This is an optimization exercise on Yosys and OpenROAD, whose aim is small area, a short achievable clock period and few clock cycles, not a production implementation. In this exercise RTL edits were held to simulation tests only and were not proved equivalent to the original.

--- flow/flow/run.sh ---
#!/bin/bash
# Layout flow: the standard flow (standard synthesis, floorplan, placement, CTS,
# routing, finish) run whole through standard.sh, with two changes to how the layout
# is made: the port buffers are sky130_fd_sc_hd__buf_2 cells instead of the flow's
# default choice (every port still gets its buffer), and timing repair aims for a
# setup slack margin of SETUP_MARGIN ns. The clock period and constraints are the standard flow's.
set -euo pipefail
SETUP_MARGIN=5.0
export BUFFER_PORTS_ARGS="-buffer_cell sky130_fd_sc_hd__buf_2"
bash standard.sh SETUP_SLACK_MARGIN=$SETUP_MARGIN finish > standard_flow.log 2>&1
--- flow/standard.sh ---
#!/bin/bash
# synth_recipe.tcl (not shown) runs the flow's synth.tcl, then flattens the netlist and writes it again
# the make line also repeats each setting of config.mk as NAME=value (left out here)
make -C /OpenROAD-flow-scripts/flow DESIGN_CONFIG=/design/flow/config.mk WORK_HOME=/design/flow/orfs CLKGATE_MAP_FILE= SYNTH_SCRIPT=/design/flow/synth_recipe.tcl "${@:-finish}"
--- flow/config.mk ---
export PLATFORM = sky130hd
export DESIGN_NAME = screlu_output_dot_product_core
export DESIGN_NICKNAME = screlu_output_dot_product_core
export VERILOG_FILES = /design/flow/design.v
export SDC_FILE = /design/flow/constraint.sdc
export NUM_CORES = 4
export LEC_CHECK = 0
export ABC_AREA = 1
export CAP_MARGIN = 20
export CORE_MARGIN = 2
export CORE_UTILIZATION = 40
export CTS_CLUSTER_DIAMETER = 90
export CTS_CLUSTER_SIZE = 25
export SETUP_SLACK_MARGIN = 5.0
export SLEW_MARGIN = 20
--- flow/constraint.sdc ---
create_clock -name core_clock -period 8.5 [get_ports {clk}]
set_input_delay 1.7000 -clock core_clock [delete_from_list [all_inputs] [get_ports {clk}]]
set_output_delay 1.7000 -clock core_clock [all_outputs]
set_load 0.01 [all_outputs]
--- flow/design.v ---
package scrod_pkg;
    localparam int QA_LIMIT_DEF    = 255;
    localparam int QB_SCALE_DEF    = 64;
    localparam int OUT_SCALE_DEF   = 400;
    localparam int NUM_BUCKETS_DEF = 8;
    localparam int ACT_W     = 16;
    localparam int WGT_W     = 8;
    localparam int BKT_W     = 3;
    localparam int SUM_W     = 32;
    localparam int EVAL_W    = 32;
    localparam int CFG_IDX_W = 3;
    localparam int CFG_DAT_W = 32;
endpackage
module scrod_d255_pre (
    input  logic [31:0] x,
    output logic [7:0]  p3,
    output logic [8:0]  p2,
    output logic [9:0]  p1,
    output logic [9:0]  p0
);
    logic [9:0] cs_s, cs_c;
    logic [9:0] d3, d2, d1, d0;
    assign d3 = {2'd0, x[31:24]};
    assign d2 = {2'd0, x[23:16]};
    assign d1 = {2'd0, x[15:8]};
    assign d0 = {2'd0, x[7:0]};
    assign p3 = x[31:24];
    assign p2 = 9'(d3 + d2);
    assign p1 = d3 + d2 + d1;
    assign cs_s = d3 ^ d2 ^ d1;
    assign cs_c = {(d3[8:0] & d2[8:0]) | (d3[8:0] & d1[8:0]) | (d2[8:0] & d1[8:0]), 1'b0};
    assign p0 = cs_s + cs_c + d0;
endmodule
module scrod_csa #(
    parameter int W = 8
) (
    input  logic [W-1:0] a,
    input  logic [W-1:0] b,
    input  logic [W-1:0] c,
    output logic [W-1:0] s,
    output logic [W-1:0] cy     
);
    logic [W-1:0] m;
    assign s  = a ^ b ^ c;
    assign m  = (a & b) | (a & c) | (b & c);
    assign cy = {m[W-2:0], 1'b0};
endmodule
module scrod_square (
    input  logic [7:0]  c,
    output logic [15:0] sq
);
    logic qs0, qc0, qs1, qc1, qs2, qc2, qs3, qc3, qs4, qc4, qs5, qc5, qs6, qc6, qs7, qc7, qs8, qc8, qs9, qc9, qs10, qc10, qs11, qc11, qs12, qc12, qs13, qc13, qs14, qc14;
    logic [15:0] ra, rb;
    assign qs0 = (c[0] & c[7]) ^ (c[1] & c[6]);
    assign qc0 = (c[0] & c[7]) & (c[1] & c[6]);
    assign qs1 = (c[0] & c[5]) ^ (c[1] & c[4]);
    assign qc1 = (c[0] & c[5]) & (c[1] & c[4]);
    assign qs2 = (c[0] & c[6]) ^ (c[1] & c[5]);
    assign qc2 = (c[0] & c[6]) & (c[1] & c[5]);
    assign qs3 = qs0 ^ (c[2] & c[5]) ^ (c[3] & c[4]);
    assign qc3 = (qs0 & (c[2] & c[5])) | (qs0 & (c[3] & c[4])) | ((c[2] & c[5]) & (c[3] & c[4]));
    assign qs4 = qc0 ^ (c[1] & c[7]) ^ (c[2] & c[6]);
    assign qc4 = (qc0 & (c[1] & c[7])) | (qc0 & (c[2] & c[6])) | ((c[1] & c[7]) & (c[2] & c[6]));
    assign qs5 = (c[2] & c[7]) ^ (c[3] & c[6]) ^ (c[4] & c[5]);
    assign qc5 = ((c[2] & c[7]) & (c[3] & c[6])) | ((c[2] & c[7]) & (c[4] & c[5])) | ((c[3] & c[6]) & (c[4] & c[5]));
    assign qs6 = (c[0] & c[3]) ^ (c[1] & c[2]);
    assign qc6 = (c[0] & c[3]) & (c[1] & c[2]);
    assign qs7 = (c[0] & c[4]) ^ (c[1] & c[3]);
    assign qc7 = (c[0] & c[4]) & (c[1] & c[3]);
    assign qs8 = qs1 ^ (c[2] & c[3]) ^ c[3];
    assign qc8 = (qs1 & (c[2] & c[3])) | (qs1 & c[3]) | ((c[2] & c[3]) & c[3]);
    assign qs9 = qc1 ^ qs2 ^ (c[2] & c[4]);
    assign qc9 = (qc1 & qs2) | (qc1 & (c[2] & c[4])) | (qs2 & (c[2] & c[4]));
    assign qs10 = qc2 ^ qs3 ^ c[4];
    assign qc10 = (qc2 & qs3) | (qc2 & c[4]) | (qs3 & c[4]);
    assign qs11 = qc3 ^ qs4 ^ (c[3] & c[5]);
    assign qc11 = (qc3 & qs4) | (qc3 & (c[3] & c[5])) | (qs4 & (c[3] & c[5]));
    assign qs12 = qc4 ^ qs5 ^ c[5];
    assign qc12 = (qc4 & qs5) | (qc4 & c[5]) | (qs5 & c[5]);
    assign qs13 = qc5 ^ (c[3] & c[7]) ^ (c[4] & c[6]);
    assign qc13 = (qc5 & (c[3] & c[7])) | (qc5 & (c[4] & c[6])) | ((c[3] & c[7]) & (c[4] & c[6]));
    assign qs14 = (c[4] & c[7]) ^ (c[5] & c[6]) ^ c[6];
    assign qc14 = ((c[4] & c[7]) & (c[5] & c[6])) | ((c[4] & c[7]) & c[6]) | ((c[5] & c[6]) & c[6]);
    assign ra = {1'b0, (c[6] & c[7]), qc14, qc13, qc12, qc11, qc10, qc9, qc8, qc7, qc6, qs6, (c[0] & c[2]), (c[0] & c[1]), 1'b0, c[0]};
    assign rb = {1'b0, c[7], (c[5] & c[7]), qs14, qs13, qs12, qs11, qs10, qs9, qs8, qs7, c[2], 1'b0, c[1], 1'b0, 1'b0};
    assign sq = ra + rb;
endmodule
module scrod_benc (
    input  logic [7:0] w,
    output logic [3:0] one,
    output logic [3:0] two,
    output logic [3:0] neg
);
    always_comb
    begin
        for (int j = 0; j < 4; j++)
        begin
            logic b_hi, b_mid, b_lo;
            b_hi   = w[2*j+1];
            b_mid  = w[2*j];
            b_lo   = (j == 0) ? 1'b0 : w[2*j-1];
            one[j] = b_mid ^ b_lo;
            two[j] = (b_hi & ~b_mid & ~b_lo) | (~b_hi & b_mid & b_lo);
            neg[j] = b_hi & ~(b_mid & b_lo);
        end
    end
endmodule
module scrod_bmul (
    input  logic [15:0] sq,
    input  logic [3:0]  one,
    input  logic [3:0]  two,
    input  logic [3:0]  neg,
    output logic [23:0] ps,     
    output logic [23:0] pc
);
    logic [16:0] sel [4];
    always_comb
    begin
        for (int j = 0; j < 4; j++)
            sel[j] = (({17{one[j]}} & {1'b0, sq}) | ({17{two[j]}} & {sq, 1'b0})) ^ {17{neg[j]}};
    end
    logic [23:0] r0, r1, r2, r3, r4;
    assign r0 = {4'd0, ~neg[0], neg[0], neg[0], sel[0]};
    assign r1 = {3'd0, 1'b1, ~neg[1], sel[1], 1'b0, neg[0]};
    assign r2 = {1'd0, 1'b1, ~neg[2], sel[2], 1'b0, neg[1], 2'd0};
    assign r3 = {~neg[3], sel[3], 1'b0, neg[2], 4'd0};
    assign r4 = {17'd0, neg[3], 6'd0};
    logic [23:0] s1, c1, s2, c2, s3, c3;
    scrod_csa #(.W(24)) u1 (.a(r0), .b(r1), .c(r2), .s(s1), .cy(c1));
    scrod_csa #(.W(24)) u2 (.a(s1), .b(c1), .c(r3), .s(s2), .cy(c2));
    scrod_csa #(.W(24)) u3 (.a(s2), .b(c2), .c(r4), .s(s3), .cy(c3));
    assign ps = s3;
    assign pc = c3;
endmodule
module screlu_output_dot_product_core #(
    parameter int QA_LIMIT    = scrod_pkg::QA_LIMIT_DEF,
    parameter int QB_SCALE    = scrod_pkg::QB_SCALE_DEF,
    parameter int OUT_SCALE   = scrod_pkg::OUT_SCALE_DEF,
    parameter int NUM_BUCKETS = scrod_pkg::NUM_BUCKETS_DEF
) (
    input  logic                                clk,
    input  logic                                rst_n,
    input  logic                                push,
    output logic                                full,
    input  logic signed [scrod_pkg::ACT_W-1:0]  activation,
    input  logic signed [scrod_pkg::WGT_W-1:0]  weight,
    input  logic [scrod_pkg::BKT_W-1:0]         bucket,
    input  logic                                last,
    output logic                                empty,
    input  logic                                pop,
    output logic signed [scrod_pkg::EVAL_W-1:0] eval,
    input  logic                                cfg_we,
    input  logic [scrod_pkg::CFG_IDX_W-1:0]     cfg_index,
    input  logic [scrod_pkg::CFG_DAT_W-1:0]     cfg_data
);
    localparam int NMAX = 5;
    logic       full_reg;
    logic [2:0] n_reg;           
    logic       accept;
    logic       popd;
    logic [2:0] n_next;
    assign accept = push && !full_reg;
    assign full   = full_reg;
    logic       v0_reg;
    logic [7:0] c0_reg;
    logic [7:0] w0_reg;
    logic [2:0] b0_reg;
    logic       l0_reg;
    logic [7:0] clamped;
    assign clamped = activation[15]      ? 8'd0 :
                     (|activation[14:8]) ? 8'hFF : activation[7:0];
    always_ff @(posedge clk)
    begin
        c0_reg <= accept ? clamped : 8'd0;
        w0_reg <= weight;
        b0_reg <= bucket;
        l0_reg <= last;
    end
    logic        v1_reg;
    logic [15:0] sq1_reg;
    logic [3:0]  bo1_reg, bt1_reg, bn1_reg;    
    logic [3:0]  bo_calc, bt_calc, bn_calc;
    logic [2:0]  b1_reg;
    logic        l1_reg;
    logic [15:0] sq_calc;
    scrod_square u_square (
        .c  (c0_reg),
        .sq (sq_calc)
    );
    always_ff @(posedge clk)
    begin
        sq1_reg <= sq_calc;
        bo1_reg <= bo_calc;
        bt1_reg <= bt_calc;
        bn1_reg <= bn_calc;
        b1_reg  <= b0_reg;
        l1_reg  <= l0_reg;
    end
    logic        vx_reg;
    logic [23:0] psx_reg, pcx_reg;    
    logic [2:0]  bx_reg;
    logic        lx_reg;
    logic [23:0] ps_calc, pc_calc;
    scrod_benc u_benc (
        .w   (w0_reg),
        .one (bo_calc),
        .two (bt_calc),
        .neg (bn_calc)
    );
    scrod_bmul u_bmul (
        .sq  (sq1_reg),
        .one (bo1_reg),
        .two (bt1_reg),
        .neg (bn1_reg),
        .ps  (ps_calc),
        .pc  (pc_calc)
    );
    always_ff @(posedge clk)
    begin
        psx_reg <= ps_calc;
        pcx_reg <= pc_calc;
        bx_reg  <= b1_reg;
        lx_reg  <= l1_reg;
    end
    logic        v2_reg;
    logic [23:0] p2_reg;
    logic [2:0]  b2_reg;
    logic        l2_reg;
    always_ff @(posedge clk)
    begin
        p2_reg <= psx_reg + pcx_reg;
        b2_reg <= bx_reg;
        l2_reg <= lx_reg;
    end
    logic [31:0] acc_reg;        
    logic        clo_reg;        
    logic        j3_reg;         
    logic [2:0]  b3_reg;
    logic [31:0] acc_base;
    assign acc_base = clo_reg ? 32'd0 : acc_reg;
    always_ff @(posedge clk)
    begin
        acc_reg <= acc_base + {{8{p2_reg[23]}}, p2_reg};
        b3_reg  <= b2_reg;
    end
    logic [31:0] bias_reg [8];
    logic [7:0]  bval_reg;       
    always_ff @(posedge clk)
    begin
        if (cfg_we)
            bias_reg[cfg_index] <= cfg_data;
    end
    logic        bv1_reg, bv2_reg, bv3_reg, bv4_reg;
    logic        adv1, adv2, adv3, adv4;
    logic [7:0]  a_p3_reg;
    logic [8:0]  a_p2_reg;
    logic [9:0]  a_p1_reg, a_p0_reg;
    logic        a_s_reg;
    logic [32:0] a_v_reg;
    logic [31:0] bsel;
    logic [7:0]  a_p3;
    logic [8:0]  a_p2;
    logic [9:0]  a_p1, a_p0;
    scrod_d255_pre u_pre_a (
        .x  (acc_reg),
        .p3 (a_p3),
        .p2 (a_p2),
        .p1 (a_p1),
        .p0 (a_p0)
    );
    always_comb
    begin
        bsel = '0;
        for (int i = 0; i < 8; i++)
            bsel = bsel | (bias_reg[i] & {32{bval_reg[i] && (b3_reg == 3'(i))}});
    end
    always_ff @(posedge clk)
    begin
        if (adv1)
        begin
            a_p3_reg <= a_p3;
            a_p2_reg <= a_p2;
            a_p1_reg <= a_p1;
            a_p0_reg <= a_p0;
            a_s_reg  <= acc_reg[31];
            a_v_reg  <= {bsel[31], bsel} + ({25'h1FEFEFF, 8'd0} & {33{acc_reg[31]}});
        end
    end
    logic [32:0] t2_reg;
    logic [1:0]  ff;
    logic [1:0]  fx;
    logic [32:0] ts1, tc1, ts2, tc2;
    logic        f1, f2, f3;
    always_comb
    begin
        if (a_s_reg)
        begin
            f1 = (a_p0_reg <= 10'd766);
            f2 = (a_p0_reg <= 10'd511);
            f3 = (a_p0_reg <= 10'd256);
        end
        else
        begin
            f1 = (a_p0_reg >= 10'd255);
            f2 = (a_p0_reg >= 10'd510);
            f3 = (a_p0_reg >= 10'd765);
        end
        ff = {f2, (f1 && !f2) || f3};
    end
    assign fx = ff ^ {2{a_s_reg}};
    scrod_csa #(.W(33)) u_t1 (
        .a  ({23'd0, a_p1_reg}),
        .b  ({16'd0, a_p2_reg, 8'd0}),
        .c  ({9'd0, a_p3_reg, 16'd0}),
        .s  (ts1),
        .cy (tc1)
    );
    scrod_csa #(.W(33)) u_t2 (
        .a  (ts1),
        .b  ({tc1[32:2], fx}),        
        .c  (a_v_reg),
        .s  (ts2),
        .cy (tc2)
    );
    always_ff @(posedge clk)
    begin
        if (adv2)
            t2_reg <= ts2 + tc2;
    end
    logic [7:0]  c_p3_reg;
    logic [8:0]  c_p2_reg;
    logic [9:0]  c_p1_reg, c_p0_reg;
    logic [11:0] c_gk_reg;
    logic        c_s_reg;
    logic [7:0]  c_p3;
    logic [8:0]  c_p2;
    logic [9:0]  c_p1, c_p0;
    logic [11:0] gk;
    always_comb
    begin
        case ({t2_reg[32], t2_reg[1:0]})
            3'b000:  gk = 12'd0;
            3'b001:  gk = 12'd6;
            3'b010:  gk = 12'd12;
            3'b011:  gk = 12'd18;
            3'b100:  gk = 12'd3289;
            3'b101:  gk = 12'd3296;
            3'b110:  gk = 12'd3302;
            default: gk = 12'd3308;
        endcase
    end
    scrod_d255_pre u_pre_c (
        .x  ({t2_reg[32], t2_reg[32:2]}),
        .p3 (c_p3),
        .p2 (c_p2),
        .p1 (c_p1),
        .p0 (c_p0)
    );
    always_ff @(posedge clk)
    begin
        if (adv3)
        begin
            c_p3_reg <= c_p3;
            c_p2_reg <= c_p2;
            c_p1_reg <= c_p1;
            c_p0_reg <= c_p0;
            c_gk_reg <= gk;
            c_s_reg  <= t2_reg[32];
        end
    end
    logic [24:0] m4_reg;
    logic [14:0] g4_reg;         
    logic [14:0] gv;
    logic [14:0] gs1, gc1, gs2, gc2;
    scrod_csa #(.W(15)) u_g1 (
        .a  ({1'b0, c_p0_reg, 4'd0}),
        .b  ({2'd0, c_p0_reg, 3'd0}),
        .c  ({5'd0, c_p0_reg}),
        .s  (gs1),
        .cy (gc1)
    );
    scrod_csa #(.W(15)) u_g2 (
        .a  (gs1),
        .b  (gc1),
        .c  ({3'd0, c_gk_reg}),
        .s  (gs2),
        .cy (gc2)
    );
    assign gv     = gs2 + gc2;
    always_ff @(posedge clk)
    begin
        if (adv4)
        begin
            m4_reg <= {15'd0, c_p1_reg} + {8'd0, c_p2_reg, 8'd0} + {1'b0, c_p3_reg, 16'd0}
                    + (25'd4631827 & {25{c_s_reg}});
            g4_reg <= gv;
        end
    end
    logic [26:0] e_calc;
    logic [26:0] m27;
    logic [8:0]  ghl;
    assign ghl = {2'd0, g4_reg[14:8]} + {1'b0, g4_reg[7:0]} + 9'd1;
    assign m27    = {2'd0, m4_reg};
    logic [26:0] es1, ec1, es2, ec2;
    scrod_csa #(.W(27)) u_e1 (
        .a  (m27 << 4),
        .b  (m27 << 3),
        .c  (m27),
        .s  (es1),
        .cy (ec1)
    );
    scrod_csa #(.W(27)) u_e2 (
        .a  (es1),
        .b  (ec1),
        .c  ({20'd0, g4_reg[14:8]}),
        .s  (es2),
        .cy (ec2)
    );
    assign e_calc = es2 + {ec2[26:1], ghl[8]};
    logic        o0v_reg;
    logic        emp_reg;        
    logic [26:0] o0_reg;
    logic        ofree;
    assign popd  = pop && o0v_reg;
    assign ofree = !o0v_reg || pop;
    assign adv4  = !(bv4_reg && o0v_reg) || pop;
    assign adv3  = !(bv3_reg && bv4_reg && o0v_reg) || pop;
    assign adv2  = !(bv2_reg && bv3_reg && bv4_reg && o0v_reg) || pop;
    assign adv1  = !(bv1_reg && bv2_reg && bv3_reg && bv4_reg && o0v_reg) || pop;
    always_ff @(posedge clk)
    begin
        if (ofree && bv4_reg)
            o0_reg <= e_calc;
    end
    logic       n_inc, n_dec;
    logic [2:0] n_up, n_down;
    logic       full_next;
    assign n_inc  = accept && last;
    assign n_dec  = popd;
    assign n_up   = n_reg + 3'd1;
    assign n_down = n_reg - 3'd1;
    always_comb
    begin
        if (n_inc && !n_dec)
        begin
            n_next    = n_up;
            full_next = (n_reg >= 3'(NMAX - 1));
        end
        else if (n_dec && !n_inc)
        begin
            n_next    = n_down;
            full_next = (n_reg >= 3'(NMAX + 1));
        end
        else
        begin
            n_next    = n_reg;
            full_next = (n_reg >= 3'(NMAX));
        end
    end
    always_ff @(posedge clk or negedge rst_n)
    begin
        if (!rst_n)
        begin
            full_reg <= 1'b0;
            n_reg    <= 3'd0;
            v0_reg   <= 1'b0;
            v1_reg   <= 1'b0;
            vx_reg   <= 1'b0;
            v2_reg   <= 1'b0;
            clo_reg  <= 1'b1;
            j3_reg   <= 1'b0;
            bval_reg <= 8'd0;
            bv1_reg  <= 1'b0;
            bv2_reg  <= 1'b0;
            bv3_reg  <= 1'b0;
            bv4_reg  <= 1'b0;
            o0v_reg  <= 1'b0;
            emp_reg  <= 1'b1;
        end
        else
        begin
            full_reg <= full_next;
            n_reg    <= n_next;
            v0_reg   <= accept;
            v1_reg   <= v0_reg;
            vx_reg   <= v1_reg;
            v2_reg   <= vx_reg;
            if (v2_reg)
                clo_reg <= l2_reg;
            j3_reg   <= v2_reg && l2_reg;
            if (cfg_we)
                bval_reg[cfg_index] <= 1'b1;
            if (adv1)
                bv1_reg <= j3_reg;
            if (adv2)
                bv2_reg <= bv1_reg;
            if (adv3)
                bv3_reg <= bv2_reg;
            if (adv4)
                bv4_reg <= bv3_reg;
            if (ofree)
            begin
                o0v_reg <= bv4_reg;
                emp_reg <= !bv4_reg;
            end
        end
    end
    assign empty = emp_reg;
    assign eval  = {{5{o0_reg[26]}}, o0_reg};
endmodule
==> results.txt, run 1 <==
* Status: timing/DRC/antenna clean
* Max Root-Sink Buffers at 3
* Via density at 5.01
* DIE HEIGHT at 307 µm
* Crit Path Class: in2reg
* TritonCTS clock tree: done
* Largest net degree at the start of global routing at 72
* Crit path time final at roughly 3400 ps
* Tot GR Track Use at 0.169
* Worst Reg-to-Reg Cells at 23
* CP max stage cell: nand2_8
* Num CTS Buffers at 38
* WL/cell at between 15 and 20 µm
* Hold bufs inserted after CTS at 0
* Worst Clk Skew at 55.8 ps
* Fin Setup TNS at 0 ps
* Critical path endpoint category: register
* Setup-failing EPs final at 0
* Synth top area share at 0.382
* CP arrival at 3580 ps
* Syn Inst Count at roughly 3.6k
* Fin crit share at 0.394
* Core region area at 0.0915 mm²
* Pre-antenna DRT Iters at 6
* Crit-path max cell delay at 340 ps
* Setup WS pre-CTS at 3070 ps
* Remaining DRCs at 0
* Placed insts at 4835
* CTS H-Tree Depth at 2
* Ranking of synthesized cells by area: edfxtp_1, ha_1, dfxtp_1
* RSZ-0062 raised after global routing: yes
* Seq cells post-synth at 654
* Dominant cell type by area after synthesis: edfxtp_1
* Hold path startpoint: bx_reg[2]
* Pins Over Slew Limit at 0
* WL final at 79300 µm
* Crit path capture: a_p3_reg[7]
* Initial antenna violation count at 8
* Yosys cell types at between 50 and 60
* HP Class: reg2reg
* Critical-path cell list: buf_2, nor2_4, inv_2, nor2_4, clkinvlp_4, nor2_4, clkinvlp_4, nor2_4, nand2_8
* I/O Buffers at 101
* Endpoints failing hold at 0
* Routed Antenna Nets at 0
* Slew HR at 0.378
* Initial DRC count at around 1.5k
* DR vias at 24.6k
* Final net count at 4223
* Fmax at 298 MHz
* Worst skew pair latency at 640 ps
* I/O pin count at 102
* Number of global-route vias before repair at about 24k
* Initial cell density of the core at 0.402
* Design area at 0.0405 mm²
* GPL Wtd Cong at 0.875
* Seq/Total Area, Yosys at 0.486
* Synth Flop Type: edfxtp_1
* Reg-to-Reg Start: bval_reg[0]
* Synth warn at 4
* Mapped Area at 0.0368 mm²
* Root Driver: clkbuf_16
* Clock-pin slew on the worst setup and hold paths at 90 ps
* HPWL Detailed at 58600 µm
* FFs w/ async S/R, synth at 0.0367
* Max-Cap Viols at 0
* Cell Rows at 111
* Mean Syn Cell Area at 10.3 µm²
* Crit-path max FO at ~70
* Post-synthesis net count at just over 4k
* WHS at 325 ps
* Clock sink count at roughly 650
* R2r setup slk at approximately 5200 ps
* Finished Layout Cells at 4921
* Reg-to-reg critical path endpoint: a_v_reg[25]
* Share of layout cells above drive strength 1 at 0.0704
* Placement-stage cell area at 0.0388 mm²
* Worst setup SP type: input port
* Slew @ Worst Pin at 931 ps
* DIE AREA at approximately 0.095 mm²
* Top cell by count, worst path: nor2_4
* Critical path origin: pop
* Die Wd at between 300 and 400 µm
* Worst EP required at 8730 ps
* Synthesis-to-layout area growth at 9.94%
* Max reg flops at 256
* Layout Utilization at 0.442
* GRT overflow at 0
* Post-synth EDFFs at about 470
* Final worst slack at 5150 ps
* Global-route wire length before repair at 128000 µm
## cells by family after synthesis
kind of cell,Yosys count,synth area share
and+or+nand+nor,1111,0.125
xor gates and xnor gates,257,0.0611
adders and majority gates,450,0.178
DFF,654,0.486
muxes,2,0.000577
AOI/OAI and AO/OA,559,0.0913
buffers and inverters,558,0.0581
## synth_stat cells (47+ instances only)
cell type and n:
xor2_1 188, ha_1 325, edfxtp_1 468, a21oi_1 230, o21ai_0 106, nand2_1 643
nand4_1 47, inv_1 497, fa_1 125, nand3_1 146, nor2_1 221, o22ai_1 52
xnor2_1 69, dfxtp_1 162
## cell type report
class,count,area [µm²]
fillers,8668,51000
clock buffers,51,1020
well taps,1186,1480
repair buffers,127,763
repair inverters,6,38.8
inverters,499,1910
clock inverters,18,308
diodes,1,2.50
flip-flops and latches,654,17900
multi-input cells,2379,17100
## worst min path at each step
| stage | endpoint | slack (ps) | cells after the start |
|---|---|---|---|
| floorplan | b1_reg[0] | 310 | 0 |
| global placement | b2_reg[1] | 310 | 0 |
| detailed placement | p2_reg[2] | 310 | 0 |
| CTS | b3_reg[2] | 330 | 0 |
| global route | b1_reg[0] | 340 | 0 |
| finish | b2_reg[2] | 320 | 0 |
## layer usage
metal	up-vias	part of all wire	routed length, µm	track usage
li1	12400	-	-	-
met1	11600	0.44	35100	0.214
met2	490	0.50	39300	0.304
met3	110	0.042	3310	0.0224
met4	14	0.020	1550	0.0386
met5	-	0.0012	92	0
## critical path, delay by kind of cell
family | cells | cell delay, ps
buffers and inverters | 4 | 570
AND/OR/NAND/NOR | 5 | 1240
## what timing repair did
item,CTS,global route
setup buffers,5,4
gates resized for setup,25,38
setup endpoints to repair,173,59
pin swaps,4,2
cloned,5,2
## cell usage in the layout (no fill, tap or decap), types with 11 or more instances in the layout
cell type,Yosys,routed
inv_1,497,492
nor2_4,0,16
ha_1,325,322
dfrtp_1,22,22
a22o_1,16,16
buf_2,10,101
clkbuf_16,0,40
dfxtp_1,162,159
clkbuf_1,38,12
nand2_1,643,638
nor4_1,11,11
buf_4,5,20
a21o_1,21,21
o22ai_1,52,52
a21oi_1,230,225
xor2_1,188,188
xnor2_1,69,69
o21bai_1,18,18
fa_1,125,123
nand4_1,47,47
o21ai_0,106,105
nor3_1,26,26
edfxtp_1,468,468
nand3_1,146,144
nor2_1,221,205
a221oi_1,43,41
Testbench counts, summed over its fixed seeds: cycles 37,149.
==> run 2: changes to the inputs <==
--- a/flow/design.v
+++ b/flow/design.v
@@ -287,5 +287,6 @@
         end
     end
-    logic [32:0] t2_reg;
+    logic [32:0] t2_reg;         
+    logic [1:0]  fx2_reg;
     logic [1:0]  ff;
     logic [1:0]  fx;
@@ -318,5 +319,5 @@
     scrod_csa #(.W(33)) u_t2 (
         .a  (ts1),
-        .b  ({tc1[32:2], fx}),        
+        .b  (tc1),
         .c  (a_v_reg),
         .s  (ts2),
@@ -326,5 +327,8 @@
     begin
         if (adv2)
-            t2_reg <= ts2 + tc2;
+        begin
+            t2_reg  <= ts2 + tc2;
+            fx2_reg <= fx;
+        end
     end
     logic [7:0]  c_p3_reg;
@@ -337,15 +341,40 @@
     logic [9:0]  c_p1, c_p0;
     logic [11:0] gk;
+    logic [2:0]  tlo;
+    logic        tcb, tsb, tst;
+    logic [1:0]  tlt;
+    assign tlo = {1'b0, t2_reg[1:0]} + {1'b0, fx2_reg};
+    assign tcb = tlo[2];
+    assign tlt = tlo[1:0];
+    assign tsb = t2_reg[32];
+    assign tst = tsb && !((&t2_reg[32:2]) && tcb);
     always_comb
     begin
-        case ({t2_reg[32], t2_reg[1:0]})
-            3'b000:  gk = 12'd0;
-            3'b001:  gk = 12'd6;
-            3'b010:  gk = 12'd12;
-            3'b011:  gk = 12'd18;
-            3'b100:  gk = 12'd3289;
-            3'b101:  gk = 12'd3296;
-            3'b110:  gk = 12'd3302;
-            default: gk = 12'd3308;
+        case ({tsb, tst, tcb, tlt})
+            5'b00000: gk = 12'd0;
+            5'b00001: gk = 12'd6;
+            5'b00010: gk = 12'd12;
+            5'b00011: gk = 12'd18;
+            5'b00100: gk = 12'd25;
+            5'b00101: gk = 12'd31;
+            5'b00110: gk = 12'd37;
+            5'b00111: gk = 12'd43;
+            5'b10000: gk = 12'd3035;
+            5'b10001: gk = 12'd3041;
+            5'b10010: gk = 12'd3047;
+            5'b10011: gk = 12'd3053;
+            5'b10100: gk = 12'd3060;
+            5'b10101: gk = 12'd3066;
+            5'b10110: gk = 12'd3072;
+            5'b10111: gk = 12'd3078;
+            5'b11000: gk = 12'd3289;
+            5'b11001: gk = 12'd3296;
+            5'b11010: gk = 12'd3302;
+            5'b11011: gk = 12'd3308;
+            5'b11100: gk = 12'd3314;
+            5'b11101: gk = 12'd3321;
+            5'b11110: gk = 12'd3327;
+            5'b11111: gk = 12'd3333;
+            default: gk = 12'd0;
         endcase
     end
--- a/flow/flow/run.sh
+++ b/flow/flow/run.sh
@@ -6,5 +6,5 @@
 # setup slack margin of SETUP_MARGIN ns. The clock period and constraints are the standard flow's.
 set -euo pipefail
-SETUP_MARGIN=5.0
+SETUP_MARGIN=5.3
 export BUFFER_PORTS_ARGS="-buffer_cell sky130_fd_sc_hd__buf_2"
 bash standard.sh SETUP_SLACK_MARGIN=$SETUP_MARGIN finish > standard_flow.log 2>&1
==> results.txt, run 2 <==
* Crit path capture: a_v_reg[23]
* WL/cell at 15.8 µm
* Compound-Gate Fraction of Synth Area at 0.0897
* Simple-Gate Fraction of Synth Area at 0.127
* Fmax at approximately 320 MHz
* RSZ-0062 raised after global routing: yes
* M1 GR Usage at 0.211
* Most common cell in the netlist: nand2_1
* Core region area at 0.0918 mm²
* DIE AREA at 0.0953 mm²
* HP Class: reg2reg
* Seq cells post-synth at 659
* Mean Syn Cell Area at 10.3 µm²
* GRT overflow at 0
* Critical path endpoint category: register
* Synth top area share at 0.383
* Synthesis-to-layout area growth at 12.4%
* Adder-cell area share of the yosys netlist at 0.180
* Met2 GRT Util at 0.296
* Setup WS pre-CTS at ~3600 ps
* Hold path startpoint: psx_reg[1]
* Pre-antenna DRT Iters at 5
* TritonCTS clock tree: done
* DIE HEIGHT at 309 µm
* Yosys cell types at 59
* HPWL Detailed at 58100 µm
* Seq/Total Area, Yosys at 0.486
* Final net count at between 4k and 5k
* Remaining DRCs at 0
* Initial antenna violation count at 9
* Num CTS Buffers at 38
* Final worst slack at 5400 ps
* Syn Inst Count at 3604
* Mux contribution to synthesized area at 0.000573
* Hold Path Depth at 0
* Share of layout cells above drive strength 1 at 0.107
* Reg-to-Reg Start: b3_reg[1]
* Number of global-route vias before repair at 24.7k
* Worst setup SP type: register
* Dominant cell type by area after synthesis: edfxtp_1
* Clock sink count at 659
* Status: timing/DRC/antenna clean
* Synth cell count leaders: nand2_1, inv_1, edfxtp_1
* I/O Buffers at a little over 100
* WL final at 79500 µm
* Mapped Area at ~0.037 mm²
* Critical path origin: b3_reg[1]
* Slew HR at 0.393
* Max reg flops at ~260
* Slew @ Worst Pin at 909 ps
* WHS at 333 ps
* Worst Reg-to-Reg Cells at 18
* Pins Over Slew Limit at 0
* Worst Clk Skew at 28.8 ps
* Root Driver: clkbuf_16
* Largest family of logic cells by synthesized area: adder cells
* Max-Cap Viols at 0
* Post-synthesis net count at 4130
* CTS H-Tree Depth at 2
* DR vias at 24.9k
* Global route hottest layer: met2
* Commonest non-fill, non-tap cell in the layout: nand2_1
* Crit path time final at 3100 ps
* R2r setup slk at 5400 ps
* Clock-pin slew on the worst setup and hold paths at approximately 90 ps
* I/O pin count at roughly 100
* Global-route wire length before repair at 128000 µm
* Hold bufs inserted after CTS at 0
* Largest net degree at the start of global routing at between 40 and 50
* Post-synth EDFFs at around 470
* Via density at around 4.9
* Tot GR Track Use at 0.167
* Routed Antenna Nets at 0
* Synth Flop Type: edfxtp_1
* Worst EP required at about 8900 ps
* Initial DRC count at about 1.4k
* Crit Path Class: reg2reg
* GPL Wtd Cong at 0.885
* Synth warn at 4
* Initial cell density of the core at 0.404
* Fin Setup TNS at 0 ps
* Layout filler cell count at 8620
* Worst skew pair latency at 620 ps
* Layout Utilization at 0.455
* Crit-path max FO at 17
* Setup-failing EPs final at 0
* GR met3 Demand/Resource at 0.0238
* Fin crit share at 0.365
* FFs w/ async S/R, synth at 0.0364
* Xor/xnor share of the synthesized area at 0.0613
* Endpoints failing hold at 0
* Die Wd at approximately 310 µm
* Max Root-Sink Buffers at 3
* Most frequent cells in the layout: nand2_1, edfxtp_1, inv_1, ha_1, a21oi_1
* Reg-to-reg critical path endpoint: a_v_reg[23]
* Cell Rows at 111
* CP arrival at 3460 ps
* Ranking of synthesized cells by area: edfxtp_1, ha_1, dfxtp_1
## run 2: cell types whose count changed in the layout (fill, tap and decap cells not counted), moves of 10 or more
| cell | change |
|---|---|
| nand2_1 | +32 |
| a21oi_1 | -21 |
| nand4_1 | +10 |
| xor2_1 | +12 |
| dfxtp_1 | -14 |
| nand3_1 | -24 |
| nor2_1 | -19 |
| inv_1 | -20 |
| ha_4 | +18 |
| buf_4 | +45 |
| ha_1 | -15 |
## run 2: what timing repair did
action	CTS	global route
gates resized for setup	56	116
cloned	5	0
endpoints found under the setup margin	195	164
pin swaps	10	37
setup buffers	16	40
## run 2: cell families (layout without fill, tap and decap cells)
group / after synthesis / count (layout)
AOI/OAI and AO/OA: 552 / 552
muxes: 2 / 2
xor gates and xnor gates: 260 / 260
adders and majority gates: 458 / 458
other: 0 / 2
DFF: 659 / 659
buffers and inverters: 540 / 731
and+or+nand+nor: 1133 / 1134
## run 2: final cells by class
| cell class | instances | area, µm² | area share |
|---|---|---|---|
| Sequential cell | 659 | 18100 | 0.434 |
| Antenna cell | 2 | 5.00 | 0.000120 |
| Multi-Input combinational cell | 2406 | 17800 | 0.426 |
| Timing Repair inverter | 3 | 17.5 | 0.000420 |
| Tap cell | 1243 | 1560 | 0.0373 |
| Inverter | 481 | 1820 | 0.0437 |
| Clock inverter | 19 | 265 | 0.00636 |
| Timing Repair Buffer | 177 | 1190 | 0.0284 |
| Clock buffer | 51 | 1020 | 0.0245 |
## run 2: worst max-delay path: stages (launching register included)
cell      delay, ps
dfxtp_4         400
inv_1            90
nand2_1         110
nor2_4           70
buf_6           180
a22o_1          220
a221oi_1        220
nand2_1         190
ha_4            300
nand2_1          70
nand2_1          80
a31oi_4         160
nand2_2         100
buf_4           140
nand4_1          80
nand3_1         110
nand2_1          90
nand2_1          60
xor2_1          150
## run 2: how the worst min path moves through the flow
stage                            to
after detailed placement  p2_reg[1]
after floorplan           b1_reg[0]
after global placement    b2_reg[2]
after global routing      p2_reg[1]
final                     p2_reg[1]
after CTS                 p2_reg[1]
## run 2: routing by layer
| metal | part of all wire | routed length [µm] |
|---|---|---|
| met1 | 0.45 | 35400 |
| met2 | 0.49 | 38900 |
| met3 | 0.038 | 3050 |
| met4 | 0.026 | 2070 |
| met5 | 0.0012 | 96 |
## run 2: metrics by stage
step | instances | area [µm²]
2_1_floorplan | 3604 | 37200
3_3_place_gp | 4908 | 39200
3_5_place_dp | 4908 | 39200
4_1_cts | 4999 | 40900
5_1_grt | 5040 | 41700
6_report | 5041 | 41700
Testbench counts of run 2, summed over its fixed seeds: cycles 37,149.
==> run 3: changes to the inputs <==
--- a/flow/flow/run.sh
+++ b/flow/flow/run.sh
@@ -6,5 +6,5 @@
 # setup slack margin of SETUP_MARGIN ns. The clock period and constraints are the standard flow's.
 set -euo pipefail
-SETUP_MARGIN=5.3
+SETUP_MARGIN=5.5
 export BUFFER_PORTS_ARGS="-buffer_cell sky130_fd_sc_hd__buf_2"
 bash standard.sh SETUP_SLACK_MARGIN=$SETUP_MARGIN finish > standard_flow.log 2>&1
==> results.txt, run 3 <==
* Initial cell density of the core at 0.404
* Worst Reg-to-Reg Cells at 20
* Slew HR at 0.379
* GPL Wtd Cong at 0.894
* Most common cell in the netlist: nand2_1
* Fin crit share at 0.370
* Synth top area share at 0.383
* Fin Setup TNS at 0 ps
* Worst setup SP type: register
* Tot GR Track Use at 0.171
* Yosys cell types at 59
* Num CTS Buffers at 39
* RSZ-0062 raised after global routing: yes
* I/O Buffers at around 100
* Status: timing/DRC/antenna clean
* Crit-path max cell delay at 420 ps
* Most frequent cells in the layout: nand2_1, edfxtp_1, inv_1, ha_1, xor2_1
* Mapped Area at 0.0371 mm²
* CP arrival at 3500 ps
* Worst Clk Skew at 27.7 ps
* Mean Syn Cell Area at 10.3 µm²
* HP Class: reg2reg
* Number of global-route vias before repair at 25.3k
* I/O pin count at between 100 and 150
* Root Driver: clkbuf_16
* GRT overflow at 0
* Syn Inst Count at 3604
* Cell family with the largest share of critical-path delay: simple AND/OR/NAND/NOR gates
* Initial DRC count at 1358
* Seq cells post-synth at 659
* Clock sink count at 659
* Post-synthesis net count at 4130
* Reg-to-Reg Start: b3_reg[2]
* Max-Cap Viols at 0
* Remaining DRCs at 0
* WL final at around 83000 µm
* Endpoints failing hold at 0
* Design area at 0.0440 mm²
* Die Wd at 309 µm
* CTS H-Tree Depth at 2
* DIE AREA at around 0.095 mm²
* CP Buf/Inv Count at 4
* R2r setup slk at 5350 ps
* Synth Flop Type: edfxtp_1
* Pre-antenna DRT Iters at 6
* Critical path origin: b3_reg[2]
* Commonest non-fill, non-tap cell in the layout: nand2_1
* Pins Over Slew Limit at 0
* Global-route wire length before repair at about 130000 µm
* DR vias at about 26k
* Max reg flops at 256
* Cell Rows at 111
* DIE HEIGHT at around 310 µm
* Synthesis-to-layout area growth at 18.5%
* Critical-path cell list: buf_6, nor2_4, nand2_2, clkinvlp_4, buf_6, nand2_2, nand4_1, a221oi_2, nand3_2, ha_4, nand2_2, nand2_2, a31oi_4, nand2_2, buf_6, nand4_1, nand3_2, nand2_1, nand2_1, xor2_1
* Synth cell count leaders: nand2_1, inv_1, edfxtp_1
* Worst EP required at slightly below 9000 ps
* Reg-to-reg critical path endpoint: a_v_reg[23]
* Via density at approximately 5.0
* Dominant cell type by area after synthesis: edfxtp_1
* Share of layout cells above drive strength 1 at 0.185
* Setup-failing EPs final at 0
* Crit Path Class: reg2reg
* Final net count at around 4.4k
* TritonCTS clock tree: done
* HPWL Detailed at 58100 µm
* Crit path capture: a_v_reg[23]
* WL/cell at between 15 and 20 µm
* CP max stage cell: dfxtp_4
* Routed Antenna Nets at 0
* Largest net degree at the start of global routing at between 40 and 50
* Post-synth EDFFs at between 400 and 500
* Placement-stage cell area at 0.0392 mm²
* Max Root-Sink Buffers at 3
* Synth warn at 4
* Ranking of synthesized cells by area: edfxtp_1, ha_1, dfxtp_1
* Initial antenna violation count at 9
* Critical path endpoint category: register
* Clock-pin slew on the worst setup and hold paths at 90 ps
* FFs w/ async S/R, synth at 0.0364
* Crit-path max FO at 7
* Number of cells on the critical path at 20
* Worst skew pair latency at 620 ps
* Fmax at 318 MHz
* Seq/Total Area, Yosys at 0.486
* Core region area at 0.0918 mm²
* Slew @ Worst Pin at 930 ps
* Crit path time final at ~3100 ps
* Top cell by count, worst path: nand2_2
==> run 3: cell counts after synthesis <==
Identical to the previous run, type by type.
==> run 3: routing by layer <==
layer | up-vias | wire (µm) | global-route usage | part of all wire
li1 | 12800 | - | - | -
met1 | 12100 | 36500 | 0.215 | 0.44
met3 | 125 | 3200 | 0.0256 | 0.038
met2 | 455 | 41100 | 0.301 | 0.49
met4 | 14 | 2360 | 0.0567 | 0.028
met5 | - | 96 | 0 | 0.0012
==> run 3: how the worst min path moves through the flow <==
stage,start,endpoint,depth (start not counted)
detailed placement,psx_reg[1],p2_reg[1],0
global route,b2_reg[0],b3_reg[0],0
floorplan,b0_reg[0],b1_reg[0],0
finish,b2_reg[0],b3_reg[0],0
global placement,bx_reg[2],b2_reg[2],0
CTS,b2_reg[0],b3_reg[0],0
==> run 3: worst register-to-register path, delay by kind of cell (launching register included) <==
| kind | cells | cell delay, ps |
|---|---|---|
| flops | 1 | 420 |
| compound gates | 2 | 400 |
| simple gates | 12 | 1030 |
| buf+inv | 4 | 580 |
| xor+xnor | 1 | 150 |
| fa+ha+maj | 1 | 330 |
==> run 3: repair_timing <==
action                     CTS  global route
gates resized for setup    181           298
hold buffers                 0             0
buffers inserted            77            70
gates cloned                 7             4
setup endpoints to repair  231           184
pin swaps                   49           138
==> run 3: cells by family (layout without fill, tap and decap cells) <==
kind of cell | count (synthesis) | after routing | synth area share
AOI/OAI and AO/OA | 552 | 552 | 0.0897
xor gates and xnor gates | 260 | 260 | 0.0613
adders and majority gates | 458 | 458 | 0.180
buffers and inverters | 540 | 829 | 0.0554
DFF | 659 | 659 | 0.486
muxes | 2 | 2 | 0.000573
other | 0 | 3 | 0
and+or+nand+nor | 1133 | 1135 | 0.127
==> run 3: through the flow <==
stage                     hold slack [ps]   util  setup slack, ps  instances
after CTS                             331  0.458             5380       5064
after global placement                310  0.427             3650       4908
after detailed placement              312  0.427             3570       4908
after global routing                  334  0.479             5190       5140
after floorplan                       310      -             3800       3604
final                                 332  0.479             5350       5141
==> run 3: final cells by class <==
type / count / area [µm²]
fillers: 8290 / 47800
multi-input cells: 2407 / 18900
flip-flops and latches: 659 / 18100
repair buffers: 273 / 2160
inverters: 481 / 1840
well taps: 1243 / 1560
clock buffers: 52 / 1060
clock inverters: 20 / 297
repair inverters: 3 / 17.5
diodes: 3 / 7.51
==> run 4: changes to the inputs <==
--- a/flow/flow/run.sh
+++ b/flow/flow/run.sh
@@ -6,5 +6,5 @@
 # setup slack margin of SETUP_MARGIN ns. The clock period and constraints are the standard flow's.
 set -euo pipefail
-SETUP_MARGIN=5.5
+SETUP_MARGIN=5.3
 export BUFFER_PORTS_ARGS="-buffer_cell sky130_fd_sc_hd__buf_2"
 bash standard.sh SETUP_SLACK_MARGIN=$SETUP_MARGIN finish > standard_flow.log 2>&1
--- a/flow/config.mk
+++ b/flow/config.mk
@@ -9,5 +9,5 @@
 export CAP_MARGIN = 20
 export CORE_MARGIN = 2
-export CORE_UTILIZATION = 40
+export CORE_UTILIZATION = 55
 export CTS_CLUSTER_DIAMETER = 90
 export CTS_CLUSTER_SIZE = 25
==> results.txt, run 4 <==
* Initial cell density of the core at 0.554
* Cell family with the largest share of critical-path delay: adder cells
* GRT overflow at 0
* Pre-antenna DRT Iters at 5
* Seq cells post-synth at 659
* Commonest non-fill, non-tap cell in the layout: nand2_1
* Worst Reg-to-Reg Cells at 12
* TritonCTS clock tree: done
* Synth cell count leaders: nand2_1, inv_1, edfxtp_1
* R2r setup slk at 5380 ps
* Most frequent cells in the layout: nand2_1, edfxtp_1, inv_1, ha_1, xor2_1
* Cell Rows at 95
* Mean Syn Cell Area at 10.3 µm²
* Met3 WL at 4700 µm
* Top Metal Used: met5
* Share of layout cells above drive strength 1 at 0.126
* WL met1 at around 40000 µm
* Global-route wire length before repair at 139000 µm
* Clock-pin slew on the worst setup and hold paths at 100 ps
* Status: timing/DRC/antenna clean
* Die Wd at 264 µm
* Crit Path Class: reg2reg
* GPL Wtd Cong at 0.908
* CP Buf/Inv Count at 2
* Synth warn at 4
* Yosys cell types at 59
* RSZ-0062 raised after global routing: yes
* CP max stage cell: fa_1
* FF+latch area at 0.0181 mm²
* Slew HR at 0.315
* Crit-path max cell delay at 560 ps
* Ranking of synthesized cells by area: edfxtp_1, ha_1, dfxtp_1
* Via density at 5.51
* I/O pin count at 102
* Tot GR Track Use at 0.253
* Max reg flops at 256
* Reg-to-reg critical path endpoint: o0_reg[26]
* Routed wl met2 at 42000 µm
* Worst setup SP type: register
* Critical-path cell list: fa_1, inv_1, fa_1, inv_2, ha_4, nand2_1, nor2_2, a21oi_4, o21ai_4, nand4_1, o2111ai_1, nand2_1
* Clock sink count at roughly 660
* Dominant cell type by area after synthesis: edfxtp_1
* Remaining DRCs at 0
* Hold bufs inserted after CTS at 0
* WL/cell at about 19 µm
* Mapped Area at roughly 0.037 mm²
* Largest net degree at the start of global routing at 37
* Initial DRC count at 1975
* Most common cell in the netlist: nand2_1
* Post-synthesis net count at 4130
* Fin crit share at 0.368
* DIE AREA at roughly 0.070 mm²
* Design area at 0.0419 mm²
* Fin Setup TNS at 0 ps
* CP arrival at between 3000 and 4000 ps
* Layout Utilization at 0.625
* HPWL Detailed at 65000 µm
* Worst EP required at 8850 ps
* Placement-stage cell area at 0.0387 mm²
* Root Driver: clkbuf_16
* DR vias at 26.0k
* Seq/Total Area, Yosys at 0.486
* Crit path time final at 3120 ps
* Syn Inst Count at 3604
* FFs w/ async S/R, synth at 0.0364
* Crit-path max FO at 4
* Hold Path Depth at 0
* Worst Hold Endpoint: b3_reg[1]
* Post-synth EDFFs at 473
* Fmax at 320 MHz
* Num CTS Buffers at 37
* WHS at approximately 330 ps
* HP Class: reg2reg
* Setup-failing EPs final at 0
* Slew @ Worst Pin at 1030 ps
* I/O Buffers at 101
* Worst Clk Skew at 29.0 ps
* Hold path startpoint: b2_reg[1]
* Core region area at approximately 0.067 mm²
* Max Root-Sink Buffers at 3
* Critical path endpoint category: register
* CTS H-Tree Depth at 2
* Layout filler cell count at 5539
* DIE HEIGHT at 264 µm
* Endpoints failing hold at 0
* Number of global-route vias before repair at approximately 26k
* Worst skew pair latency at 600 ps
* Pins Over Slew Limit at 0
* Synthesis-to-layout area growth at 12.9%
* Synth Flop Type: edfxtp_1
* Synth top area share at 0.383
* Max-Cap Viols at 0
* Initial antenna violation count at 9
* Final net count at 4329
* Multi-input gate area at 0.0180 mm²
* Routed Antenna Nets at 0
* WL final at 89100 µm
* Reg-to-Reg Start: m4_reg[0]
==> run 4: cell counts after synthesis <==
Identical to the previous run, type by type.
==> run 4: cells by family (layout without fill, tap and decap cells) <==
group	after synthesis	after routing	share of synthesized area
DFF	659	659	0.486
and+or+nand+nor	1133	1134	0.127
muxes	2	2	0.000573
other	0	6	0
AOI/OAI and AO/OA	552	552	0.0897
adders and majority gates	458	458	0.180
buffers and inverters	540	765	0.0554
xor gates and xnor gates	260	260	0.0613
==> run 4: layout make-up <==
class                   instances  share of cell area
clock inverters                13             0.00475
repair inverters                5            0.000716
multi-input cells            2406               0.430
repair buffers                213              0.0374
diodes                          6            0.000358
well taps                     873              0.0261
inverters                     481              0.0436
flip-flops and latches        659               0.432
clock buffers                  53              0.0250
==> run 4: metal layers <==
| layer | vias up | global-route usage |
|---|---|---|
| li1 | 12700 | - |
| met1 | 12500 | 0.345 |
| met2 | 699 | 0.418 |
| met3 | 139 | 0.0377 |
| met4 | 6 | 0.0786 |
| met5 | - | 0 |
==> run 4: how the worst max path moves through the flow <==
stage	start	to	slack [ps]	depth (start not counted)
floorplan	pop	fx2_reg[0]	3800	8
global placement	pop	t2_reg[27]	2980	9
detailed placement	pop	t2_reg[29]	2910	9
CTS	m4_reg[4]	o0_reg[25]	5310	12
global route	g4_reg[1]	o0_reg[26]	5210	17
finish	m4_reg[0]	o0_reg[26]	5380	12
==> run 4: through the flow <==
step,setup slack (ps),instances
detailed placement,2910,4537
floorplan,3800,3604
global route,5210,4709
finish,5380,4709
global placement,2980,4537
CTS,5310,4641
==> run 4: what timing repair did <==
item	in CTS	in global routing
setup buffers	30	59
endpoints found under the setup margin	203	158
pin swaps	19	75
gates resized for setup	107	147
cloned	8	3
endpoints found under the hold margin	0	0
==> run 5: changes to the inputs <==
--- a/flow/design.v
+++ b/flow/design.v
@@ -154,5 +154,5 @@
     input  logic [scrod_pkg::CFG_DAT_W-1:0]     cfg_data
 );
-    localparam int NMAX = 5;
+    localparam int NMAX = 4;
     logic       full_reg;
     logic [2:0] n_reg;           
@@ -252,5 +252,5 @@
     end
     logic        bv1_reg, bv2_reg, bv3_reg, bv4_reg;
-    logic        adv1, adv2, adv3, adv4;
+    logic        adv2, adv3, adv4;
     logic [7:0]  a_p3_reg;
     logic [8:0]  a_p2_reg;
@@ -277,5 +277,4 @@
     always_ff @(posedge clk)
     begin
-        if (adv1)
         begin
             a_p3_reg <= a_p3;
@@ -456,5 +455,4 @@
     assign adv3  = !(bv3_reg && bv4_reg && o0v_reg) || pop;
     assign adv2  = !(bv2_reg && bv3_reg && bv4_reg && o0v_reg) || pop;
-    assign adv1  = !(bv1_reg && bv2_reg && bv3_reg && bv4_reg && o0v_reg) || pop;
     always_ff @(posedge clk)
     begin
@@ -520,6 +518,5 @@
             if (cfg_we)
                 bval_reg[cfg_index] <= 1'b1;
-            if (adv1)
-                bv1_reg <= j3_reg;
+            bv1_reg  <= j3_reg;
             if (adv2)
                 bv2_reg <= bv1_reg;
--- a/flow/config.mk
+++ b/flow/config.mk
@@ -9,5 +9,5 @@
 export CAP_MARGIN = 20
 export CORE_MARGIN = 2
-export CORE_UTILIZATION = 55
+export CORE_UTILIZATION = 40
 export CTS_CLUSTER_DIAMETER = 90
 export CTS_CLUSTER_SIZE = 25
==> results.txt, run 5 <==
* Status: timing/DRC/antenna clean
* Worst setup SP type: register
* Most common cell in the netlist: nand2_1
* Fin crit share at 0.364
* Remaining DRCs at 0
* Synth top area share at 0.331
* Post-synth EDFFs at around 400
* Worst Reg-to-Reg Cells at 13
* I/O pin count at a little over 100
* Worst EP required at approximately 8900 ps
* Final net count at between 4k and 5k
* Via density at 5.02
* Setup-failing EPs final at 0
* DIE AREA at 0.0938 mm²
* Reg-to-reg critical path endpoint: o0_reg[20]
* Reg-to-Reg Start: m4_reg[5]
* Syn Inst Count at between 3k and 4k
* Routed Antenna Nets at 0
* Placement-stage cell area at a little under 0.04 mm²
* HPWL Detailed at between 50000 and 60000 µm
* Layout filler cell count at 8538
* Max-Cap Viols at 0
* Synth Flop Type: edfxtp_1
* Mean Syn Cell Area at 10.0 µm²
* Critical path endpoint category: register
* TritonCTS clock tree: done
* Tot GR Track Use at 0.170
* DIE HEIGHT at 306 µm
* Hold Path Depth at 0
* Worst skew pair latency at 620 ps
* Yosys cell types at 52
* Design area at ~0.041 mm²
* Pins Over Slew Limit at 0
* Final worst slack at 5410 ps
* Fin Setup TNS at 0 ps
* Slew @ Worst Pin at 946 ps
* Die Wd at 306 µm
* Global-route wire length before repair at 129000 µm
* R2r setup slk at 5410 ps
* I/O Buffers at just over 100
* Slew HR at 0.368
* Root Driver: clkbuf_16
* Most frequent cells in the layout: nand2_1, inv_1, edfxtp_1, ha_1, a21oi_1
* GPL Wtd Cong at 0.895
* GRT overflow at 0
* Worst Clk Skew at between 40 and 50 ps
* Crit-path max FO at 5
* Hold path startpoint: b1_reg[2]
* Setup WS pre-CTS at 3940 ps
* CP arrival at 3440 ps
* Clock sink count at 659
* Commonest non-fill, non-tap cell in the layout: nand2_1
* Synth cell count leaders: nand2_1, inv_1, edfxtp_1
* Share of layout cells above drive strength 1 at 0.0898
* Pre-antenna DRT Iters at 7
* Initial cell density of the core at 0.405
* Ranking of synthesized cells by area: edfxtp_1, dfxtp_1, ha_1
* Hold bufs inserted after CTS at 0
* Seq/Total Area, Yosys at 0.475
* Post-synthesis net count at 4169
* Mapped Area at about 0.037 mm²
* Critical path origin: m4_reg[5]
* Max Root-Sink Buffers at 3
* Fmax at about 320 MHz
* Crit Path Class: reg2reg
* CTS H-Tree Depth at 2
* Largest net degree at the start of global routing at 37
* Crit path time final at around 3100 ps
* Initial DRC count at around 1.6k
* Seq cells post-synth at 659
* WL/cell at 16.1 µm
* FFs w/ async S/R, synth at 0.0364
* Num CTS Buffers at 38
* Endpoints failing hold at 0
* Max reg flops at 256
* Core region area at 0.0903 mm²
* WL final at ~81000 µm
* Initial antenna violation count at 2
* Worst Hold Endpoint: bx_reg[2]
* Cell Rows at 110
* DR vias at between 20k and 30k
* Clock-pin slew on the worst setup and hold paths at 90 ps
* Number of global-route vias before repair at 25.0k
* Synth warn at 4
* HP Class: reg2reg
* Synthesis-to-layout area growth at 11.2%
* RSZ-0062 raised after global routing: yes
* Dominant cell type by area after synthesis: edfxtp_1
==> run 5: cell types whose count changed after synthesis, sizes merged, moves of 5 or more <==
| cell | previous run | this run |
|---|---|---|
| nand3 | 128 | 140 |
| nand4 | 57 | 45 |
| edfxtp | 473 | 403 |
| o21ai | 117 | 138 |
| a22o | 10 | 16 |
| a221oi | 44 | 49 |
| nand2 | 685 | 677 |
| dfxtp | 162 | 232 |
| o21a | 14 | 6 |
| a21oi | 217 | 242 |
==> run 5: kinds of logic (layout without fill, tap and decap cells) <==
family	Yosys count	after routing	share of synthesized area
buffers and inverters	542	721	0.0564
other	0	1	0
adders and majority gates	459	459	0.183
AOI/OAI and AO/OA	591	591	0.0957
muxes	2	2	0.000582
and+or+nand+nor	1131	1131	0.128
DFF	659	659	0.475
xor gates and xnor gates	258	258	0.0618
==> run 5: per-layer routing <==
| layer | vias to the layer above | wire length, µm | track usage |
|---|---|---|---|
| met3 | 131 | 3150 | 0.0203 |
| met1 | 11800 | 35500 | 0.214 |
| li1 | 12700 | - | - |
| met2 | 523 | 39600 | 0.304 |
| met4 | 2 | 2330 | 0.0549 |
| met5 | - | 14 | 0 |
==> run 5: worst max path at each step <==
stage,to,cells past startpoint
2_1_floorplan,c_gk_reg[0],6
3_3_place_gp,c_p3_reg[2],7
3_5_place_dp,c_p3_reg[2],7
4_1_cts,a_v_reg[30],19
5_1_grt,a_v_reg[23],22
6_report,o0_reg[20],13
==> run 5: cell type report <==
cell class / instances / area (µm²) / share of cell area
timing repair buffer: 163 / 1080 / 0.0266
antenna: 1 / 2.50 / 0.0000616
clock inverter: 19 / 234 / 0.00576
inverter: 482 / 1820 / 0.0449
clock buffer: 51 / 1020 / 0.0251
sequential: 659 / 17400 / 0.427
timing repair inverter: 6 / 40.0 / 0.000985
tap: 1176 / 1470 / 0.0362
multi-input combinational: 2441 / 17600 / 0.433
==> run 5: what timing repair did <==
item / 4_1_cts / 5_1_grt
gates cloned: 6 / 1
resized for setup: 44 / 88
hold endpoints to repair: 0 / 0
setup endpoints to repair: 126 / 59
pin swaps: 4 / 14
setup buffers: 12 / 32
==> run 5: metrics by stage <==
stage | util | hold WS, ps | instances
6_report | 0.450 | 334 | 4998
5_1_grt | 0.450 | 341 | 4998
4_1_cts | 0.443 | 335 | 4964
3_5_place_dp | 0.426 | 312 | 4876
3_3_place_gp | 0.426 | 311 | 4876
2_1_floorplan | - | 310 | 3642
==> run 5: worst max-delay path, stage by stage (launching register included) <==
cell	delay, ps
edfxtp_1	430
buf_4	170
fa_1	470
ha_1	300
ha_1	350
nand2_1	80
nand2_1	80
a31oi_1	300
nand2_1	100
nand2_1	80
nand3_2	140
nand3_1	110
nand2_1	60
xor2_1	160
Testbench counts of run 5, summed over its fixed seeds: cycles 37,459.
==> run 6: changes to the inputs <==
--- a/flow/flow/run.sh
+++ b/flow/flow/run.sh
@@ -6,5 +6,5 @@
 # setup slack margin of SETUP_MARGIN ns. The clock period and constraints are the standard flow's.
 set -euo pipefail
-SETUP_MARGIN=5.3
+SETUP_MARGIN=5.2
 export BUFFER_PORTS_ARGS="-buffer_cell sky130_fd_sc_hd__buf_2"
 bash standard.sh SETUP_SLACK_MARGIN=$SETUP_MARGIN finish > standard_flow.log 2>&1
==> results.txt, run 6 <==
* Status: timing/DRC/antenna clean
* Clock sink count at 659
* Most common cell in the netlist: nand2_1
* Seq cells post-synth at 659
* Routed Antenna Nets at 0
* Max reg flops at 256
* HPWL Detailed at just under 60000 µm
* GPL Wtd Cong at 0.900
* Pre-antenna DRT Iters at 5
* Worst Clk Skew at 47.7 ps
* Die Wd at 306 µm
* Setup WS pre-CTS at between 3000 and 4000 ps
* Hold Path Depth at 0
* Final net count at 4297
* Synth Flop Type: edfxtp_1
* DR vias at 25.0k
* Finished Layout Cells at 4975
* FFs w/ async S/R, synth at 0.0364
* TritonCTS clock tree: done
* N_diodes at 0
* Most frequent cells in the layout: nand2_1, inv_1, edfxtp_1, ha_1, a21oi_1
* Remaining DRCs at 0
* Clock-pin slew on the worst setup and hold paths at 100 ps
* Crit-path max cell delay at roughly 500 ps
* Via density at 5.02
* Max-Cap Viols at 0
* Initial cell density of the core at 0.405
* Num CTS Buffers at 37
* Worst setup SP type: input port
* CP arrival at 3420 ps
* Commonest non-fill, non-tap cell in the layout: nand2_1
* Fin crit share at 0.381
* Fin Setup TNS at 0 ps
* Crit path time final at 3230 ps
* Initial DRC count at 1599
* Cell family with the largest share of critical-path delay: buffers and inverters
* Max Root-Sink Buffers at 3
* Layout Utilization at 0.447
* Synthesis-to-layout area growth at 10.5%
* Worst Hold Endpoint: b3_reg[1]
* Pins Over Slew Limit at 0
* Number of global-route vias before repair at 24.7k
* Endpoints failing hold at 0
* Root Driver: clkbuf_16
* Reg-to-reg critical path endpoint: t2_reg[23]
* Worst Reg-to-Reg Cells at 11
* Slew HR at 0.390
* Fmax at a little over 300 MHz
* Critical path origin: pop
* Yosys cell types at 52
* Largest net degree at the start of global routing at 37
* DIE HEIGHT at 306 µm
* Worst skew pair latency at roughly 630 ps
* Mean Syn Cell Area at 10.0 µm²
* Critical path endpoint category: register
* Syn Inst Count at roughly 3.6k
* Crit-path max FO at 23
* Post-synthesis net count at 4169
* WL final at 80500 µm
* CTS H-Tree Depth at 2
* Tot GR Track Use at 0.167
* Hold path startpoint: b2_reg[1]
* Slew @ Worst Pin at 913 ps
* Synth top area share at 0.331
* Worst EP required at slightly below 9000 ps
* Setup-failing EPs final at 0
* Reg-to-Reg Start: a_v_reg[1]
* CP Buf/Inv Count at 4
* WHS at between 300 and 400 ps
* Placed insts at 4877
* Top cell by count, worst path: nor2_4
* Global-route wire length before repair at 127000 µm
* FF+latch area at 0.0174 mm²
* Seq/Total Area, Yosys at 0.475
* Initial antenna violation count at 2
* Post-synth EDFFs at 403
* Crit Path Class: in2reg
* Multi-input gate area at approximately 0.017 mm²
* Cell Rows at 110
* WL/cell at ~16 µm
* HP Class: reg2reg
* Critical-path cell list: buf_2, nor2_4, inv_2, nor2_4, clkinvlp_4, nor2_4, clkinvlp_4
* Final worst slack at 5270 ps
* CP max stage cell: clkinvlp_4
* Share of layout cells above drive strength 1 at 0.0758
* I/O Buffers at 101
* Synth cell count leaders: nand2_1, inv_1, edfxtp_1
* Design area at just over 0.04 mm²
* Core region area at 0.0903 mm²
* RSZ-0062 raised after global routing: yes
* Layout filler cell count at between 8k and 9k
* Synth warn at 4
* Ranking of synthesized cells by area: edfxtp_1, dfxtp_1, ha_1
* R2r setup slk at between 5000 and 6000 ps
* Placement-stage cell area at 0.0385 mm²
* I/O pin count at ~100
* GRT overflow at 0
* Dominant cell type by area after synthesis: edfxtp_1
* DIE AREA at 0.0938 mm²
* Mapped Area at 0.0365 mm²
[run 6: cell counts after synthesis]
No cell type changed its count.
[run 6: kinds of logic after synthesis]
logic type               after synthesis  synth area share
adder cells (fa/ha/maj)              459             0.183
buffers and inverters                542            0.0564
multiplexers                           2          0.000582
flip-flops                           659             0.475
XOR/XNOR                             258            0.0618
AO/OA/AOI/OAI                        591            0.0957
AND/OR/NAND/NOR                     1131             0.128
[run 6: layout make-up]
cell class	instances	share of cell area
repair buffers	146	0.0248
clock inverters	17	0.00579
flip-flops and latches	659	0.430
well taps	1176	0.0364
multi-input cells	2441	0.433
repair inverters	3	0.000434
inverters	482	0.0452
clock buffers	51	0.0245
[run 6: worst max-delay path by stage]
stage                   to  depth (start not counted)
2_1_floorplan  c_gk_reg[0]                          6
3_3_place_gp   c_p3_reg[2]                          7
3_5_place_dp   c_p3_reg[2]                          7
4_1_cts        c_gk_reg[0]                          7
5_1_grt        a_v_reg[32]                         18
6_report       c_gk_reg[4]                          7
[run 6: what timing repair did]
| item | CTS | global route |
|---|---|---|
| pin swaps | 2 | 8 |
| buffers inserted | 4 | 19 |
| endpoints found under the setup margin | 110 | 90 |
| cloned | 3 | 4 |
| hold buffers | 0 | 0 |
| gates resized for setup | 26 | 76 |
[run 6: layer usage]
metal  GRT usage  vias to the layer above  part of all wire
met2       0.298                      497              0.48
li1            -                    12600                 -
met5           0                        -           0.00020
met3      0.0178                      130             0.041
met4      0.0500                        2             0.031
met1       0.214                    11700              0.45
[run 6: worst register-to-register path, delay by kind of cell (launching register included)]
family / cells / cell delay (ps)
AO/OA/AOI/OAI: 4 / 1220
adder cells (fa/ha/maj): 3 / 910
flip-flops: 1 / 430
AND/OR/NAND/NOR: 4 / 350

## what the ideal ports hide
No port has a modelled driver above. Below, the same layouts with a new extraction and two added sets of constraints. Step 1 (the two cells are an assumption about what drives the block):
set clk [get_ports {clk}]
set_driving_cell -lib_cell sky130_fd_sc_hd__clkbuf_16 $clk
set_driving_cell -lib_cell sky130_fd_sc_hd__buf_2 [delete_from_list [all_inputs] $clk]
Step 2, shift: input delay + t, output delay - t, t = (earliest + latest rising clock arrival at the registers) / 2. This alone moves slack from input paths to output paths. a / b / c = ideal / step 1 / step 2; a / b = the first two.
| run | t, ns | setup WS [ns] | hold WS [ns] | latest minus earliest clock arrival (ns) | worst data-port slew with drivers (ns) |
|---|---|---|---|---|---|
| run 1 | 0.682 | 5.150 / 5.191 / 4.512 | 0.325 / 0.325 / 0.325 | 0.059 / 0.059 | 0.10 |
| run 2 | 0.674 | 5.400 / 5.400 / 4.808 | 0.333 / 0.333 / 0.333 | 0.035 / 0.034 | 0.09 |
| run 3 | 0.675 | 5.354 / 5.354 / 4.961 | 0.332 / 0.332 / 0.332 | 0.029 / 0.030 | 0.10 |
| run 4 | 0.651 | 5.375 / 5.375 / 4.890 | 0.330 / 0.330 / 0.330 | 0.031 / 0.031 | 0.15 |
| run 5 | 0.662 | 5.405 / 5.405 / 4.908 | 0.334 / 0.334 / 0.334 | 0.052 / 0.053 | 0.10 |
| run 6 | 0.665 | 5.265 / 5.305 / 4.640 | 0.306 / 0.306 / 0.306 | 0.060 / 0.060 | 0.08 |
After both steps setup and hold are still met in every run listed. The setup slack of run 1, which loses most, moves by +0.041 ns with the drivers and by -0.638 ns with both steps.
